This design comes from an exercise in tuning for small area, a short achievable clock period and few clock cycles per item on the open sky130 flow, not from production work.

==> inputs of build 48 <==
## bch
module bch (
	input  logic        i_clk,
	input  logic        i_arst_n,
	input  logic        i_set,
	input  logic [63:0] i_data,
	output logic        o_ready,
	output logic        o_finish,
	output logic [9:0]  o_data
);
Settings: LEC_CHECK=0, ABC_AREA=1, CAP_MARGIN=20, CORE_MARGIN=2, CORE_UTILIZATION=40, SETUP_SLACK_MARGIN=3.8, SLEW_MARGIN=20; clock period 6.5 ns.
standard.sh (not shown) runs the stock make flow with config.mk's settings and CLKGATE_MAP_FILE= SYNTH_SCRIPT=/design/flow/synth_recipe.tcl, a recipe that flattens the netlist after the stock synthesis.
==> flow/flow/run.sh <==
#!/bin/bash
# Standard layout, but the port buffers are sky130_fd_sc_hd__buf_4 instead of the delay
# buffer buffer_ports picks by default. Everything else is the standard flow's own flow (standard.sh).
set -euo pipefail
bash standard.sh "BUFFER_PORTS_ARGS=-buffer_cell sky130_fd_sc_hd__buf_4" finish > standard.log 2>&1
==> build 63 (differences from build 48) <==
--- a/flow/design.v
+++ b/flow/design.v
@@ -31,12 +31,19 @@
 		t_l31[0] = 32'h1afb9244 >> x;
 		t_l31[1] = 32'hb7903954 >> x;
 		t_l31[2] = 32'h2dd584d8 >> x;
 		t_l31[3] = 32'ha37162ac >> x;
 		t_l31[4] = 32'h7a6628f0 >> x;
 	endfunction
+	function automatic [4:0] t_l31m3(input [4:0] x);
+		t_l31m3[0] = 32'hb41365b4 >> x;
+		t_l31m3[1] = 32'h68e77418 >> x;
+		t_l31m3[2] = 32'h5f497224 >> x;
+		t_l31m3[3] = 32'h4e8a29dc >> x;
+		t_l31m3[4] = 32'h939957c >> x;
+	endfunction
 	function automatic [5:0] t_l33(input [4:0] x);
 		t_l33[0] = 32'h69555995 >> x;
 		t_l33[1] = 32'hf0c300ff >> x;
 		t_l33[2] = 32'h63be30a6 >> x;
 		t_l33[3] = 32'h5e952365 >> x;
 		t_l33[4] = 32'h56651daa >> x;
@@ -890,126 +897,123 @@
 		acc3[5] <= sx[290];
 		acc3[6] <= sx[303];
 		acc3[7] <= sx[309];
 		acc3[8] <= sx[325];
 		acc3[9] <= sx[333];
 	end
-	logic [10:0] st;      
-	logic [4:0] r_31;     
-	logic [5:0] r_33;
 	logic [9:0] lin;      
 	logic [9:0] lx;
 	logic [4:0] qt;       
 	logic [4:0] qn;       
 	logic       qbz;      
 	logic [4:0] raw31;
 	logic [5:0] raw33;
+	logic [4:0] m3_31;
 	logic [5:0] m3_33;
 	assign lx = fin ? acc1 : lin;
-	logic [4:0] opa;
-	logic [4:0] op1b;
-	logic [4:0] op2b;
-	logic [4:0] esq;
-	assign esq  = t_sq(r_31);
-	assign opa  = st[3] ? esq : lx[4:0];
-	assign op1b = st[3] ? t_ki(r_33) : t_inv32(lx[9:5]);
-	assign op2b = st[3] ? t_kt(r_33) : lx[9:5];
 	always_ff @(posedge i_clk) begin
-		qt  <= m32(opa, op1b);
-		qn  <= m32(opa, op2b) ^ (st[3] ? 5'd0 : (sq32(lx[4:0]) ^ sq32(lx[9:5])));
+		qt  <= m32(lx[4:0], t_inv32(lx[9:5]));
+		qn  <= sq32(lx[4:0]) ^ m32(lx[4:0], lx[9:5]) ^ sq32(lx[9:5]);
 		qbz <= (lx[9:5] == 5'd0);
 	end
 	assign raw31 = t_l31(qn);
 	assign raw33 = qbz ? 6'd0 : t_l33(qt);
+	assign m3_31 = t_l31m3(qn);
 	assign m3_33 = qbz ? 6'd0 : t_l33m3(qt);
-	logic [4:0] x31;
-	logic [5:0] x33;
-	always_ff @(posedge i_clk) begin
-		x31 <= raw31;
-		x33 <= st[0] ? m3_33 : raw33;
-	end
+	logic [8:0] st;       
 	logic [4:0] r1_31;    
 	logic [5:0] r1_33;
+	logic [4:0] r_31;     
+	logic [5:0] r_33;
 	logic [4:0] op31;
 	logic [5:0] op33;
 	logic       s1z;      
 	logic       s3z;      
 	logic       single;
 	logic       nosol;    
 	logic       sgl_n;
+	logic [4:0] esq;
+	logic [9:0] ex;
 	logic [9:0] p;
 	logic [9:0] p1;
 	logic [9:0] od;
 	logic       of;
 	logic [1:0] ocnt;
 	logic       od_lt;
 	logic       empty;
 	always_ff @(posedge i_clk or negedge i_arst_n) begin
 		if (!i_arst_n) begin
 			st <= '0;
 		end else begin
-			st <= {st[9:0], fin};
+			st <= {st[7:0], fin};
 		end
 	end
-	assign op31 = st[1] ? {x31[3:0], x31[4]} : st[2] ? ~r_31 : r1_31;
-	assign op33 = st[1] ? 6'd0 : st[2] ? r_33 : r1_33;
+	assign op31 = st[1] ? r_31 : r1_31;
+	assign op33 = st[1] ? r_33 : r1_33;
 	assign sgl_n = !s3z && (r_31 == 5'd0) && (r_33 == 6'd0);
+	assign esq   = t_sq(r_31);
 	logic [9:0] exq;
 	logic       sglq;
-	assign exq = {qt, qn};
+	assign ex    = {m32(esq, t_ki(r_33)), m32(esq, t_kt(r_33))};
 	always_ff @(posedge i_clk) begin
+		exq  <= ex;
 		sglq <= sgl_n;
 	end
 	assign p     = add1023(t_a(r_31), t_b(r_33));
 	assign od_lt = lt10(od, p1);
 	assign empty = s1z || (!single && nosol);
 	always_ff @(posedge i_clk) begin
 		if (fin) begin
 			s1z <= (acc1 == 10'd0);
 			lin <= acc3;
-		end else if (st[4]) begin
+		end else if (st[3]) begin
 			lin <= sglq ? 10'd1 : s3z ? 10'd32 : (qsolve(exq) ^ 10'd32);
 		end else begin
 			lin <= lin ^ 10'd1;
 		end
 		if (st[0]) begin
 			s3z   <= (lin == 10'd0);
 			r1_31 <= raw31;
 			r1_33 <= raw33;
 		end
-		if (st[4]) begin
+		if (st[3]) begin
 			single <= sglq;
 			nosol  <= !s3z && ^(exq & 10'd288);
 		end
-		r_31 <= add31(x31, op31);
-		r_33 <= add33(x33, op33);
-		if (st[8] || (st[10] && !od_lt))
-			p1 <= st[8] ? p : od;
+		if (st[0]) begin
+			r_31 <= m3_31;
+			r_33 <= m3_33;
+		end else begin
+			r_31 <= add31(raw31, op31);
+			r_33 <= add33(raw33, op33);
+		end
+		if (st[6] || (st[8] && !od_lt))
+			p1 <= st[6] ? p : od;
 	end
 	assign o_finish = of;
 	assign o_data   = od;
 	always_ff @(posedge i_clk or negedge i_arst_n) begin
 		if (!i_arst_n) begin
 			of   <= 1'b0;
 			ocnt <= '0;
 		end else begin
-			if (st[10]) begin
+			if (st[8]) begin
 				of   <= 1'b1;
 				ocnt <= empty ? 2'd0 : single ? 2'd1 : 2'd2;
 			end else if (of) begin
 				if (ocnt == 2'd0)
 					of <= 1'b0;
 				else
 					ocnt <= ocnt - 1'b1;
 			end
 		end
 	end
 	always_ff @(posedge i_clk) begin
-		if (st[9]) begin
+		if (st[7]) begin
 			od <= p;
-		end else if (st[10]) begin
+		end else if (st[8]) begin
 			if (empty)
 				od <= 10'd1023;
 			else if (single || !od_lt)
 				od <= p1;
 		end else if (ocnt == 2'd2) begin
 			od <= p1;
==> flow/run.sh (new file) <==
#!/bin/bash
# synth_recipe.tcl (not shown) runs the flow's synth.tcl, then flattens the netlist and writes it again
# the make line also repeats each setting of config.mk as NAME=value (left out here)
make -C /OpenROAD-flow-scripts/flow DESIGN_CONFIG=/design/flow/config.mk WORK_HOME=/design/flow/orfs CLKGATE_MAP_FILE= SYNTH_SCRIPT=/design/flow/synth_recipe.tcl finish
- CORE_UTILIZATION: 40 -> 60
- SETUP_SLACK_MARGIN: 3.8 -> 3.0
removed: flow/flow/run.sh
removed: flow/standard.sh
==> comparison <==
- Utilization: build 63 is higher than build 48 (17 points).
- First-iteration DRC count: build 48 is smaller than build 63 (31%).
- In build 63 the routed wire length is higher than in build 48, by about 0.9%.
- Between build 63 and build 48, the lower worst setup slack is in build 63 (gap 0.58 ns).
- Of build 48 and build 63, build 48 has the higher clock skew (gap 0.00073 ns).
- Of build 63 and build 48, build 63 has the higher via count (gap 19%, measured against build 48).
- Clock-buffer cell count is the same in build 63 and build 48.
- Against build 63, the final area of build 48 is higher by 2.8%.
==> figures <==
Inserted tap cell count: build 63 324; build 48 448
Number of placed instances with taps included: build 63 2664; build 48 2372
Share of the synthesized netlist area taken by xor and xnor gates: build 63 0.200; build 48 0.255
Multi-Input Combinational: build 63 1846; build 48 1508
Number of cells on the critical path: build 63 12; build 48 19
Gpl congestion: build 63 1.02; build 48 1.06
GR Util met3: build 63 0.0426; build 48 0.0263
Mapped Area: build 63 0.0147 mm²; build 48 0.0134 mm²
Horiz. Die Dim: build 63 160 µm; build 48 187 µm
Hold Path Sink: build 63 st[5]$_DFF_PN0_; build 48 st[7]$_DFF_PN0_
Die extent in y: build 63 160 µm; build 48 187 µm
Detailed-placement wirelength estimate: build 63 33.5 mm; build 48 33.0 mm
Result of the run: build 63 timing/DRC/antenna clean; build 48 timing/DRC/antenna clean
Compound-Gate Fraction of Synth Area: build 63 0.0928; build 48 0.0925
Worst slew slack as a fraction of its limit: build 63 0.356; build 48 0.431
Unique masters post-synth: build 63 61; build 48 57
Overall routed net length: build 63 42.7 mm; build 48 42.3 mm
No run of this note included a check of the RTL's function; only the layout flow was run.

==> port drivers added, routing unchanged <==
Ports are ideal in the flow. The routed layouts listed here were re-timed in OpenROAD.
Step 1 sets driving cells, clkbuf_16 on the clock port and buf_2 on the other inputs (assumed; they add their load-dependent delay and slew).
Step 2 also shifts input and output timing later by t, the mid clock arrival at the registers, as if the neighbouring blocks saw the same clock.
a / b / c = ideal / step 1 / step 2; a / b = the first two.
| run | t, ns | slack for setup (ns) | hold slack, ns | worst data-port slew with drivers (ns) |
|---|---|---|---|---|
| build 48 | 0.455 | 3.694 / 3.694 / 3.383 | 0.353 / 0.353 / 0.353 | 0.05 |
| build 63 | 0.458 | 3.119 / 3.141 / 2.689 | 0.341 / 0.341 / 0.341 | 0.05 |
After both steps setup and hold are still met in every run listed. For build 63, which loses most, drivers alone change the setup slack by +0.022 ns; drivers and shift together by -0.430 ns.
